Context: an optimization exercise on an open-source flow, tuned for a short achievable clock period and few clock cycles. The choices shown serve that exercise and are no tape-out recipe. The RTL was checked by simulation tests, not by an equivalence proof against the original design. No activity file was given, so power comes from the tool's default toggle rates.

## flow/config.mk

```make
export PLATFORM = sky130hd
export DESIGN_NAME = rv_core
export DESIGN_NICKNAME = rv_core
export VERILOG_FILES = /design/flow/design.v
export SDC_FILE = /design/flow/constraint.sdc
export NUM_CORES = 4
export LEC_CHECK = 0
export ABC_CLOCK_PERIOD_IN_PS = 8000
export CAP_MARGIN = 20
export CORE_MARGIN = 2
export CORE_UTILIZATION = 30
export SETUP_SLACK_MARGIN = 0.3
export SLEW_MARGIN = 20
```

## flow/constraint.sdc

```tcl
create_clock -name core_clock -period 11.0 [get_ports {clk}]
set_input_delay 2.2000 -clock core_clock [delete_from_list [all_inputs] [get_ports {clk}]]
set_output_delay 2.2000 -clock core_clock [all_outputs]
set_load 0.01 [all_outputs]
```

## flow/design.v

```verilog
package rv_isa_pkg;
  localparam int XLEN     = 32;
  localparam int OPCODE_W = 7;
  localparam int FUNCT3_W = 3;
  localparam int FUNCT7_W = 7;
  typedef logic [OPCODE_W-1:0] opcode_t;
  typedef logic [FUNCT3_W-1:0] funct3_t;
  typedef logic [FUNCT7_W-1:0] funct7_t;
  localparam opcode_t OP_LOAD   = 7'b00_000_11;
  localparam opcode_t OP_STORE  = 7'b01_000_11;
  localparam opcode_t OP_BRANCH = 7'b11_000_11;
  localparam opcode_t OP_JALR   = 7'b11_001_11;
  localparam opcode_t OP_JAL    = 7'b11_011_11;
  localparam opcode_t OP_IMM    = 7'b00_100_11;
  localparam opcode_t OP_REG    = 7'b01_100_11;
  localparam opcode_t OP_SYSTEM = 7'b11_100_11;
  localparam opcode_t OP_AUIPC  = 7'b00_101_11;
  localparam opcode_t OP_LUI    = 7'b01_101_11;
  localparam funct3_t F3_BEQ  = 3'b000;
  localparam funct3_t F3_BNE  = 3'b001;
  localparam funct3_t F3_BLT  = 3'b100;
  localparam funct3_t F3_BGE  = 3'b101;
  localparam funct3_t F3_BLTU = 3'b110;
  localparam funct3_t F3_BGEU = 3'b111;
  localparam funct3_t F3_B  = 3'b000;
  localparam funct3_t F3_H  = 3'b001;
  localparam funct3_t F3_W  = 3'b010;
  localparam funct3_t F3_BU = 3'b100;
  localparam funct3_t F3_HU = 3'b101;
  localparam funct3_t F3_ADD  = 3'b000;
  localparam funct3_t F3_SLL  = 3'b001;
  localparam funct3_t F3_SLT  = 3'b010;
  localparam funct3_t F3_SLTU = 3'b011;
  localparam funct3_t F3_XOR  = 3'b100;
  localparam funct3_t F3_SR   = 3'b101;
  localparam funct3_t F3_OR   = 3'b110;
  localparam funct3_t F3_AND  = 3'b111;
  localparam funct7_t FUNCT7_ALT = 7'b0100000;  
  localparam logic [XLEN-1:0] INSN_ECALL = 32'h0000_0073;
endpackage
package rv_core_pkg;
  localparam int NUM_REGS = 32;
  typedef logic [31:0] word_t;
  typedef logic [4:0]  reg_addr_t;
  typedef logic [3:0]  strb_t;      
  typedef enum logic [3:0] {
    ALU_ADD,
    ALU_SUB,
    ALU_SLL,
    ALU_SLT,
    ALU_SLTU,
    ALU_XOR,
    ALU_SRL,
    ALU_SRA,
    ALU_OR,
    ALU_AND
  } alu_op_t;
  typedef enum logic [1:0] {
    WB_ALU,
    WB_LOAD,
    WB_PC4,
    WB_UPPER   
  } wb_sel_t;
  typedef enum logic [1:0] {
    PC_SEQ,
    PC_BRANCH,
    PC_JAL,
    PC_JALR
  } pc_sel_t;
endpackage
`timescale 1ns/1ps
module rv_decoder (
  input  rv_core_pkg::word_t     insn,
  output rv_core_pkg::reg_addr_t rs1,
  output rv_core_pkg::reg_addr_t rs2,
  output rv_core_pkg::reg_addr_t rd,
  output rv_core_pkg::word_t     imm,
  output rv_core_pkg::alu_op_t   alu_op,
  output logic      use_imm,
  output rv_isa_pkg::funct3_t   funct3,
  output logic      reg_we,
  output logic      is_load,
  output logic      is_store,
  output logic      is_branch,
  output rv_core_pkg::wb_sel_t   wb_sel,
  output rv_core_pkg::pc_sel_t   pc_sel,
  output logic      halt
);
  rv_isa_pkg::opcode_t opcode;
  rv_isa_pkg::funct7_t funct7;
  rv_core_pkg::word_t   imm_i, imm_s, imm_b, imm_u, imm_j;
  rv_core_pkg::alu_op_t alu_fn;
  assign opcode = insn[6:0];
  assign funct7 = insn[31:25];
  assign funct3 = insn[14:12];
  assign rd     = insn[11:7];
  assign rs2    = insn[24:20];
  assign rs1    = (opcode == rv_isa_pkg::OP_LUI) ? '0 : insn[19:15];  
  assign imm_i = {{(rv_isa_pkg::XLEN-12){insn[31]}}, insn[31:20]};
  assign imm_s = {{(rv_isa_pkg::XLEN-12){insn[31]}}, insn[31:25], insn[11:7]};
  assign imm_b = {{(rv_isa_pkg::XLEN-13){insn[31]}}, insn[31], insn[7], insn[30:25], insn[11:8], 1'b0};
  assign imm_u = {insn[31:12], 12'b0};
  assign imm_j = {{(rv_isa_pkg::XLEN-21){insn[31]}}, insn[31], insn[19:12], insn[20], insn[30:21], 1'b0};
  assign halt = (insn == rv_isa_pkg::INSN_ECALL);
  always_comb begin
    case (funct3)
      rv_isa_pkg::F3_ADD:  alu_fn = (opcode == rv_isa_pkg::OP_REG && funct7 == rv_isa_pkg::FUNCT7_ALT) ? rv_core_pkg::ALU_SUB : rv_core_pkg::ALU_ADD;
      rv_isa_pkg::F3_SLL:  alu_fn = rv_core_pkg::ALU_SLL;
      rv_isa_pkg::F3_SLT:  alu_fn = rv_core_pkg::ALU_SLT;
      rv_isa_pkg::F3_SLTU: alu_fn = rv_core_pkg::ALU_SLTU;
      rv_isa_pkg::F3_XOR:  alu_fn = rv_core_pkg::ALU_XOR;
      rv_isa_pkg::F3_SR:   alu_fn = (funct7 == rv_isa_pkg::FUNCT7_ALT) ? rv_core_pkg::ALU_SRA : rv_core_pkg::ALU_SRL;
      rv_isa_pkg::F3_OR:   alu_fn = rv_core_pkg::ALU_OR;
      default: alu_fn = rv_core_pkg::ALU_AND;
    endcase
  end
  always_comb begin
    imm       = imm_i;
    alu_op    = rv_core_pkg::ALU_ADD;
    use_imm   = 1'b0;
    reg_we    = 1'b0;
    is_load   = 1'b0;
    is_store  = 1'b0;
    is_branch = 1'b0;
    wb_sel    = rv_core_pkg::WB_ALU;
    pc_sel    = rv_core_pkg::PC_SEQ;
    case (opcode)
      rv_isa_pkg::OP_REG: begin
        alu_op = alu_fn;
        reg_we = 1'b1;
      end
      rv_isa_pkg::OP_IMM: begin
        alu_op  = alu_fn;
        use_imm = 1'b1;
        reg_we  = 1'b1;
      end
      rv_isa_pkg::OP_LOAD: begin
        use_imm = 1'b1;
        reg_we  = 1'b1;
        is_load = 1'b1;
        wb_sel  = rv_core_pkg::WB_LOAD;
      end
      rv_isa_pkg::OP_STORE: begin
        imm      = imm_s;
        use_imm  = 1'b1;
        is_store = 1'b1;
      end
      rv_isa_pkg::OP_BRANCH: begin
        imm       = imm_b;
        is_branch = 1'b1;
        pc_sel    = rv_core_pkg::PC_BRANCH;
      end
      rv_isa_pkg::OP_JAL: begin
        imm    = imm_j;
        reg_we = 1'b1;
        wb_sel = rv_core_pkg::WB_PC4;
        pc_sel = rv_core_pkg::PC_JAL;
      end
      rv_isa_pkg::OP_JALR: begin
        use_imm = 1'b1;  
        reg_we  = 1'b1;
        wb_sel  = rv_core_pkg::WB_PC4;
        pc_sel  = rv_core_pkg::PC_JALR;
      end
      rv_isa_pkg::OP_LUI: begin
        imm     = imm_u;
        use_imm = 1'b1;
        reg_we  = 1'b1;
      end
      rv_isa_pkg::OP_AUIPC: begin
        imm     = imm_u;
        use_imm = 1'b1;
        reg_we  = 1'b1;
        wb_sel  = rv_core_pkg::WB_UPPER;
      end
      rv_isa_pkg::OP_SYSTEM: reg_we = 1'b0;  
      default: ;
    endcase
  end
endmodule
`timescale 1ns/1ps
module rv_reg_file (
  input  logic      clk,
  input  logic      rst,
  input  logic      we,
  input  rv_core_pkg::reg_addr_t rd,
  input  rv_core_pkg::word_t     rd_data,
  input  rv_core_pkg::reg_addr_t rs1,
  input  rv_core_pkg::reg_addr_t rs2,
  output rv_core_pkg::word_t     rs1_data,
  output rv_core_pkg::word_t     rs2_data
);
  rv_core_pkg::word_t regs [rv_core_pkg::NUM_REGS];
  assign rs1_data = (rs1 == '0) ? '0 : regs[rs1];
  assign rs2_data = (rs2 == '0) ? '0 : regs[rs2];
  always_ff @(posedge clk) begin
    if (rst) begin
      for (int i = 0; i < rv_core_pkg::NUM_REGS; i++) begin
        regs[i] <= '0;
      end
    end else if (we && rd != '0) begin  
      regs[rd] <= rd_data;
    end
  end
endmodule
`timescale 1ns/1ps
module rv_alu (
  input  rv_core_pkg::word_t   rs1_data,  
  input  rv_core_pkg::word_t   rs2_data,
  input  rv_core_pkg::word_t   imm,
  input  logic    use_imm,
  input  logic    is_branch,
  input  rv_core_pkg::alu_op_t alu_op,
  input  rv_isa_pkg::funct3_t funct3,
  output rv_core_pkg::word_t   alu_result,
  output logic    take_branch
);
  rv_core_pkg::word_t      op_b;
  logic [4:0] shamt;
  assign op_b  = use_imm ? imm : rs2_data;
  assign shamt = op_b[4:0];
  always_comb begin
    case (alu_op)
      rv_core_pkg::ALU_ADD:  alu_result = rs1_data + op_b;
      rv_core_pkg::ALU_SUB:  alu_result = rs1_data - op_b;
      rv_core_pkg::ALU_SLL:  alu_result = rs1_data << shamt;
      rv_core_pkg::ALU_SLT:  alu_result = {31'b0, $signed(rs1_data) < $signed(op_b)};
      rv_core_pkg::ALU_SLTU: alu_result = {31'b0, rs1_data < op_b};
      rv_core_pkg::ALU_XOR:  alu_result = rs1_data ^ op_b;
      rv_core_pkg::ALU_SRL:  alu_result = rs1_data >> shamt;
      rv_core_pkg::ALU_SRA:  alu_result = $signed(rs1_data) >>> shamt;
      rv_core_pkg::ALU_OR:   alu_result = rs1_data | op_b;
      rv_core_pkg::ALU_AND:  alu_result = rs1_data & op_b;
      default:  alu_result = '0;
    endcase
  end
  always_comb begin
    take_branch = 1'b0;
    if (is_branch) begin
      case (funct3)
        rv_isa_pkg::F3_BEQ:  take_branch = (rs1_data == rs2_data);
        rv_isa_pkg::F3_BNE:  take_branch = (rs1_data != rs2_data);
        rv_isa_pkg::F3_BLT:  take_branch = ($signed(rs1_data) < $signed(rs2_data));
        rv_isa_pkg::F3_BGE:  take_branch = ($signed(rs1_data) >= $signed(rs2_data));
        rv_isa_pkg::F3_BLTU: take_branch = (rs1_data < rs2_data);
        rv_isa_pkg::F3_BGEU: take_branch = (rs1_data >= rs2_data);
        default: take_branch = 1'b0;  
      endcase
    end
  end
endmodule
`timescale 1ns/1ps
module rv_lsu (
  input  rv_core_pkg::word_t   rs1_data,
  input  rv_core_pkg::word_t   rs2_data,
  input  rv_core_pkg::word_t   imm,
  input  rv_isa_pkg::funct3_t funct3,
  input  logic    is_load,
  input  logic    is_store,
  input  rv_core_pkg::word_t   load_data_from_dmem,
  output rv_core_pkg::word_t   addr_to_dmem,
  output rv_core_pkg::word_t   store_data_to_dmem,
  output rv_core_pkg::strb_t   store_we_to_dmem,
  output rv_core_pkg::word_t   load_result
);
  rv_core_pkg::word_t      eff_addr;
  logic [1:0] offset;      
  rv_core_pkg::word_t      load_shifted;
  assign eff_addr     = rs1_data + imm;
  assign offset       = eff_addr[1:0];
  assign addr_to_dmem = {eff_addr[31:2], 2'b00};
  assign store_data_to_dmem = rs2_data << {offset, 3'b000};
  always_comb begin
    store_we_to_dmem = '0;
    if (is_store) begin
      case (funct3)
        rv_isa_pkg::F3_B:    store_we_to_dmem = rv_core_pkg::strb_t'(4'b0001) << offset;
        rv_isa_pkg::F3_H:    store_we_to_dmem = rv_core_pkg::strb_t'(4'b0011) << offset;
        rv_isa_pkg::F3_W:    store_we_to_dmem = 4'b1111;
        default: store_we_to_dmem = '0;
      endcase
    end
  end
  assign load_shifted = load_data_from_dmem >> {offset, 3'b000};
  always_comb begin
    load_result = '0;
    if (is_load) begin
      case (funct3)
        rv_isa_pkg::F3_B:    load_result = {{24{load_shifted[7]}}, load_shifted[7:0]};
        rv_isa_pkg::F3_H:    load_result = {{16{load_shifted[15]}}, load_shifted[15:0]};
        rv_isa_pkg::F3_W:    load_result = load_shifted;
        rv_isa_pkg::F3_BU:   load_result = {24'b0, load_shifted[7:0]};
        rv_isa_pkg::F3_HU:   load_result = {16'b0, load_shifted[15:0]};
        default: load_result = '0;
      endcase
    end
  end
endmodule
`timescale 1ns/1ps
module rv_commit (
  input  logic    clk,
  input  logic    rst,
  input  logic    halt,
  input  logic    take_branch,
  input  rv_core_pkg::pc_sel_t pc_sel,
  input  rv_core_pkg::wb_sel_t wb_sel,
  input  rv_core_pkg::word_t   imm,
  input  rv_core_pkg::word_t   alu_result,
  input  rv_core_pkg::word_t   load_result,
  output rv_core_pkg::word_t   pc,
  output rv_core_pkg::word_t   rd_data
);
  rv_core_pkg::word_t pc_plus4;
  rv_core_pkg::word_t pc_target;  
  rv_core_pkg::word_t next_pc;
  assign pc_plus4  = pc + 32'd4;
  assign pc_target = pc + imm;
  always_comb begin
    case (pc_sel)
      rv_core_pkg::PC_BRANCH: next_pc = take_branch ? pc_target : pc_plus4;
      rv_core_pkg::PC_JAL:    next_pc = pc_target;
      rv_core_pkg::PC_JALR:   next_pc = {alu_result[31:1], 1'b0};
      default:   next_pc = pc_plus4;
    endcase
  end
  always_ff @(posedge clk) begin
    if (rst) begin
      pc <= '0;
    end else if (!halt) begin  
      pc <= next_pc;
    end
  end
  always_comb begin
    case (wb_sel)
      rv_core_pkg::WB_LOAD: rd_data = load_result;
      rv_core_pkg::WB_PC4:  rd_data = pc_plus4;
      default: rd_data = alu_result;
    endcase
  end
endmodule
`timescale 1ns/1ps
module rv_core (
  input  logic  clk,
  input  logic  rst,
  output rv_core_pkg::word_t pc_to_imem,
  input  rv_core_pkg::word_t insn_from_imem,
  output rv_core_pkg::word_t addr_to_dmem,
  input  rv_core_pkg::word_t load_data_from_dmem,
  output rv_core_pkg::word_t store_data_to_dmem,
  output rv_core_pkg::strb_t store_we_to_dmem,
  output logic  halt
);
  rv_core_pkg::reg_addr_t rs1, rs2, rd;
  rv_core_pkg::word_t     imm;
  rv_core_pkg::alu_op_t   alu_op;
  logic      use_imm;
  rv_isa_pkg::funct3_t   funct3;
  logic      reg_we;
  logic      is_load, is_store, is_branch;
  rv_core_pkg::wb_sel_t   wb_sel;
  rv_core_pkg::pc_sel_t   pc_sel;
  rv_core_pkg::word_t     rs1_data, rs2_data;
  rv_core_pkg::word_t     alu_a;
  rv_core_pkg::word_t     alu_result;
  logic      take_branch;
  rv_core_pkg::word_t     load_result;
  rv_core_pkg::word_t     rd_data;
  rv_core_pkg::word_t     pc;
  assign pc_to_imem = pc;
  assign alu_a      = (wb_sel == rv_core_pkg::WB_UPPER) ? pc : rs1_data;  
  rv_decoder u_decoder (
    .insn      (insn_from_imem),
    .rs1       (rs1),
    .rs2       (rs2),
    .rd        (rd),
    .imm       (imm),
    .alu_op    (alu_op),
    .use_imm   (use_imm),
    .funct3    (funct3),
    .reg_we    (reg_we),
    .is_load   (is_load),
    .is_store  (is_store),
    .is_branch (is_branch),
    .wb_sel    (wb_sel),
    .pc_sel    (pc_sel),
    .halt      (halt)
  );
  rv_reg_file u_reg_file (
    .clk      (clk),
    .rst      (rst),
    .we       (reg_we),
    .rd       (rd),
    .rd_data  (rd_data),
    .rs1      (rs1),
    .rs2      (rs2),
    .rs1_data (rs1_data),
    .rs2_data (rs2_data)
  );
  rv_alu u_alu (
    .rs1_data    (alu_a),
    .rs2_data    (rs2_data),
    .imm         (imm),
    .use_imm     (use_imm),
    .is_branch   (is_branch),
    .alu_op      (alu_op),
    .funct3      (funct3),
    .alu_result  (alu_result),
    .take_branch (take_branch)
  );
  rv_lsu u_lsu (
    .rs1_data            (rs1_data),
    .rs2_data            (rs2_data),
    .imm                 (imm),
    .funct3              (funct3),
    .is_load             (is_load),
    .is_store            (is_store),
    .load_data_from_dmem (load_data_from_dmem),
    .addr_to_dmem        (addr_to_dmem),
    .store_data_to_dmem  (store_data_to_dmem),
    .store_we_to_dmem    (store_we_to_dmem),
    .load_result         (load_result)
  );
  rv_commit u_commit (
    .clk         (clk),
    .rst         (rst),
    .halt        (halt),
    .take_branch (take_branch),
    .pc_sel      (pc_sel),
    .wb_sel      (wb_sel),
    .imm         (imm),
    .alu_result  (alu_result),
    .load_result (load_result),
    .pc          (pc),
    .rd_data     (rd_data)
  );
endmodule
```

## flow/run.sh

```bash
#!/bin/bash
# synth_recipe.tcl (not shown) runs the flow's synth.tcl, then flattens the netlist and writes it again
# the make line also repeats each setting of config.mk as NAME=value (left out here)
make -C /OpenROAD-flow-scripts/flow DESIGN_CONFIG=/design/flow/config.mk WORK_HOME=/design/flow/orfs CLKGATE_MAP_FILE= SYNTH_SCRIPT=/design/flow/synth_recipe.tcl finish
```

==> results by group <==
Run status
  – Status: complete, no violations

Synth
  – Post-synth EDFFs: 1,022
  – Post-synthesis cell area: about 74,000 µm²
  – Synth warnings: 5
  – Syn_area_per_cell: roughly 10 µm²
  – Mapped Cells: between 7,000 and 8,000
  – Ys flop type: edfxtp_1
  – Sequential fraction of the synthesis area: 42.2%
  – Synth Register Bits: 1,054
  – Post-synth ARST share: 0%
  – Cell variety after synth: 129

Critical path
  – R2R depth: 23
  – Critical path class: input port to output port
  – CP Data Arrival Time: 8.38 ns
  – Worst-path fanout max: 20
  – R2r startpoint: u_reg_file.regs[31][2]$_SDFFCE_PN0P_
  – CP Data Required Time: 8.80 ns
  – Crit path capture type: output port
  – R2R Setup Slk: roughly 3.7 ns
  – Crit Reg-Reg Endpoint: u_reg_file.regs[11][31]$_SDFFCE_PN0P_
  – Worst setup SP type: input port

GRT
  – Initial antenna violation count: 27
  – Gr usage total: between 30% and 40%
  – Global-route wire length before repair: 556,000 µm
  – Grt ovf: 0
  – Number of global-route vias before repair: 64,800
  – Largest net degree at the start of global routing: 88

Timing
  – Fmax: roughly 94 MHz
  – Post-route clock period utilization: 96.2%
  – RSZ-0062 raised after global routing: no
  – Min Tclk post-route: about 11 ns
  – Final Hold Fails: 0
  – Final setup viols: 0
  – Total Neg Setup Slack: 0 ns
  – Final Skew: slightly below 0.08 ns
  – Worst slew margin: between 10% and 20%
  – Max-slew violations: 0
  – Least-Margin Pin Slew: approximately 1.3 ns

Layout
  – Final Non-Filler Cells: 10,700
  – Finished Cell Area: 85,700 µm²
  – Final #Nets: around 7,600
  – Layout cells sized above 1: 19.5%
  – Syn-to-layout area delta: 15.6%
  – Commonest non-fill, non-tap cell in the layout: nor2_1
  – Most frequent cells in the layout: 1,315 x nor2_1, 1,022 x edfxtp_1, 527 x buf_4

Clock network
  – Clock Pin Slew Worst Setup and Hold Paths: 0.06 ns
  – Clock latency (worst-skew pair): 0.81 ns
  – H-tree depth: 3
  – CTS buffer count: 115
  – Cts hold-fix bufs: 0
  – Clock sinks: between 1,000 and 1,500
  – Root buffer cell: clkbuf_16
  – TritonCTS clock tree: yes
  – CTS max path bufs: 3

Route
  – Vias per cell: 6.50
  – Vias: 69,600
  – Initial detailed-routing violation count: 12,700
  – Final WL: just over 400,000 µm
  – DRT Pass-1 Iters: 8
  – DRC Markers: 0
  – Routed Antenna Nets: 0
  – Average routed wire per standard cell: 38.6 µm

Floorplanning
  – Initial Util: 30.2%
  – I/O pins: 167
  – Die footprint: 251,000 µm²
  – Die height: 501 µm
  – Core box area: around 250,000 µm²
  – Chip width: about 500 µm
  – Row cnt: about 180

Min path
  – Hold depth: 3
  – Min-delay src: u_commit.pc[14]$_SDFFE_PP0N_
  – Worst Hold Path EP: u_commit.pc[14]$_SDFFE_PP0N_
  – HP Class: register to register

Placed design
  – Gpl congestion: 1.10
  – Placed Instances: approximately 10,000
  – Placed inst area: ~82,000 µm²
  – Port bufs: approximately 160
  – Hpwl dp: 300,000 µm

Job
  – Max-cap check violation count: 0

Power
  – Tot Pwr: 13.7 mW
  – Power per Cell Area: 160 nW/µm²
  – Maximum VDD drop: approximately 0.12 mV
  – P_leak: 31.2 nW
==> per-layer routing <==
metal	up-vias	track usage [%]	wire length, µm
met5	-	0.193	125
met4	14	21.9	35800
met3	1160	9.91	54300
met2	5806	46.7	173000
met1	34900	39.8	150000
li1	27700	-	-
==> final cells by class <==
class,instances,area (µm²)
antenna,14,35.0
clock inverter,63,564
tap,3220,4030
clock buffer,142,2980
fill,24600,160000
timing repair buffer,746,6710
sequential,1054,31300
inverter,177,672
multi-input combinational,5288,39400
==> flip-flops by register name, summed over array words and instances (netlist names) <==
signal and count:
u_reg_file.regs 1022, u_commit.pc 32
==> where the power goes <==
group          switching (mW)  internal, mW  leakage [nW]
Combinational            3.67          1.59          18.6
Sequential             0.0833          4.53          10.8
Clock                    1.71          2.12          1.73
Total                    5.47          8.24          31.2
==> critical path, stage by stage <==
cell,delay (ns)
clkdlybuf4s50_1,0.48
buf_4,0.15
nand3b_1,0.13
buf_6,0.18
o211ai_1,0.10
buf_4,0.19
buf_12,0.15
o2111ai_2,0.28
buf_4,0.17
o31ai_1,0.07
a221oi_2,0.55
inv_2,0.14
ha_1,0.31
a21o_1,0.16
a21oi_1,0.19
o21a_1,0.17
o31ai_1,0.11
a221o_2,0.46
buf_4,0.19
a211oi_2,0.24
o31ai_1,0.15
o21a_1,0.20
o21a_1,0.18
o21a_1,0.20
o41ai_2,0.23
xnor2_1,0.17
clkdlybuf4s50_1,0.57
==> through the flow <==
stage	utilization [%]	setup slack (ns)	hold slack [ns]
3_3_place_gp	33.3	-0.601	0.679
2_1_floorplan	-	1.72	0.584
5_1_grt	34.8	0.312	0.713
4_1_cts	34.8	0.405	0.699
6_report	34.9	0.417	0.708
3_5_place_dp	33.3	-0.523	0.690
==> worst max path at each step <==
stage	from	end	slack [ns]	cells past startpoint
after detailed placement	insn_from_imem[4]	addr_to_dmem[31]	-0.52	24
final	insn_from_imem[3]	addr_to_dmem[31]	0.42	27
after global placement	insn_from_imem[6]	addr_to_dmem[31]	-0.60	24
after CTS	insn_from_imem[1]	addr_to_dmem[31]	0.41	24
after global routing	insn_from_imem[0]	addr_to_dmem[31]	0.31	24
after floorplan	insn_from_imem[20]	addr_to_dmem[31]	1.72	24
==> cell families after synthesis <==
family,Yosys count,synth area share [%]
multiplexers,708,15.3
AND/OR/NAND/NOR,2465,14.9
AO/OA/AOI/OAI,1796,17.5
adder cells (fa/ha/maj),199,3.40
buffers and inverters,843,5.66
other,1,0.00506
XOR/XNOR,87,1.03
flip-flops,1054,42.2
==> cell usage after synthesis (61+ instances only) <==
master       n  area [µm²]
o21ai_0    291        1460
a211oi_1   189        1420
mux2i_1    316        3160
nor3_1     126         631
buf_6       67         754
edfxtp_1  1022       30700
clkbuf_1   323        1210
inv_1      163         612
nor2_1    1320        4950
nand3_1    180         901
nand2_1    350        1310
ha_1       195        2440
a221oi_1    81         709
buf_4       73         548
mux4_2     332        7480
nor2_2      61         382
a21o_1      72         541
buf_2      144         721
a21oi_1    371        1860
xnor2_1     64         561
nand2b_1    84         526
==> timing repair <==
action / CTS / global route
setup buffers: 6 / 6
pin swaps: 4 / 5
endpoints found under the setup margin: 7 / 4
gates cloned: 1 / 0
gates resized for setup: 24 / 15
endpoints found under the hold margin: 0 / 0
Testbench counts, summed over its fixed seeds: cycles 24,528.

what the ideal ports hide:
How much do the figures lean on ideal ports? The routed layout below was timed once more, with nothing changed but the port constraints.
Step 1: set_driving_cell puts a clkbuf_16 on clk and a buf_2 on each other input, an assumption about the parent block.
Step 2, shift: input delay + t, output delay - t, t = (earliest + latest rising clock arrival at the registers) / 2. This alone moves slack from input paths to output paths.
a / b / c = ideal ports / drivers / drivers and shift; a / b = the first two.
t, ns: 0.854
setup slack, ns: 0.417 / 0.347 / 0.049
hold WS [ns]: 0.708 / 0.708 / 0.708
clock arrival spread, ns: 0.078 / 0.078
After both steps this run still meets setup and hold. For this run, drivers alone change the setup slack by -0.070 ns; drivers and shift together by -0.368 ns.
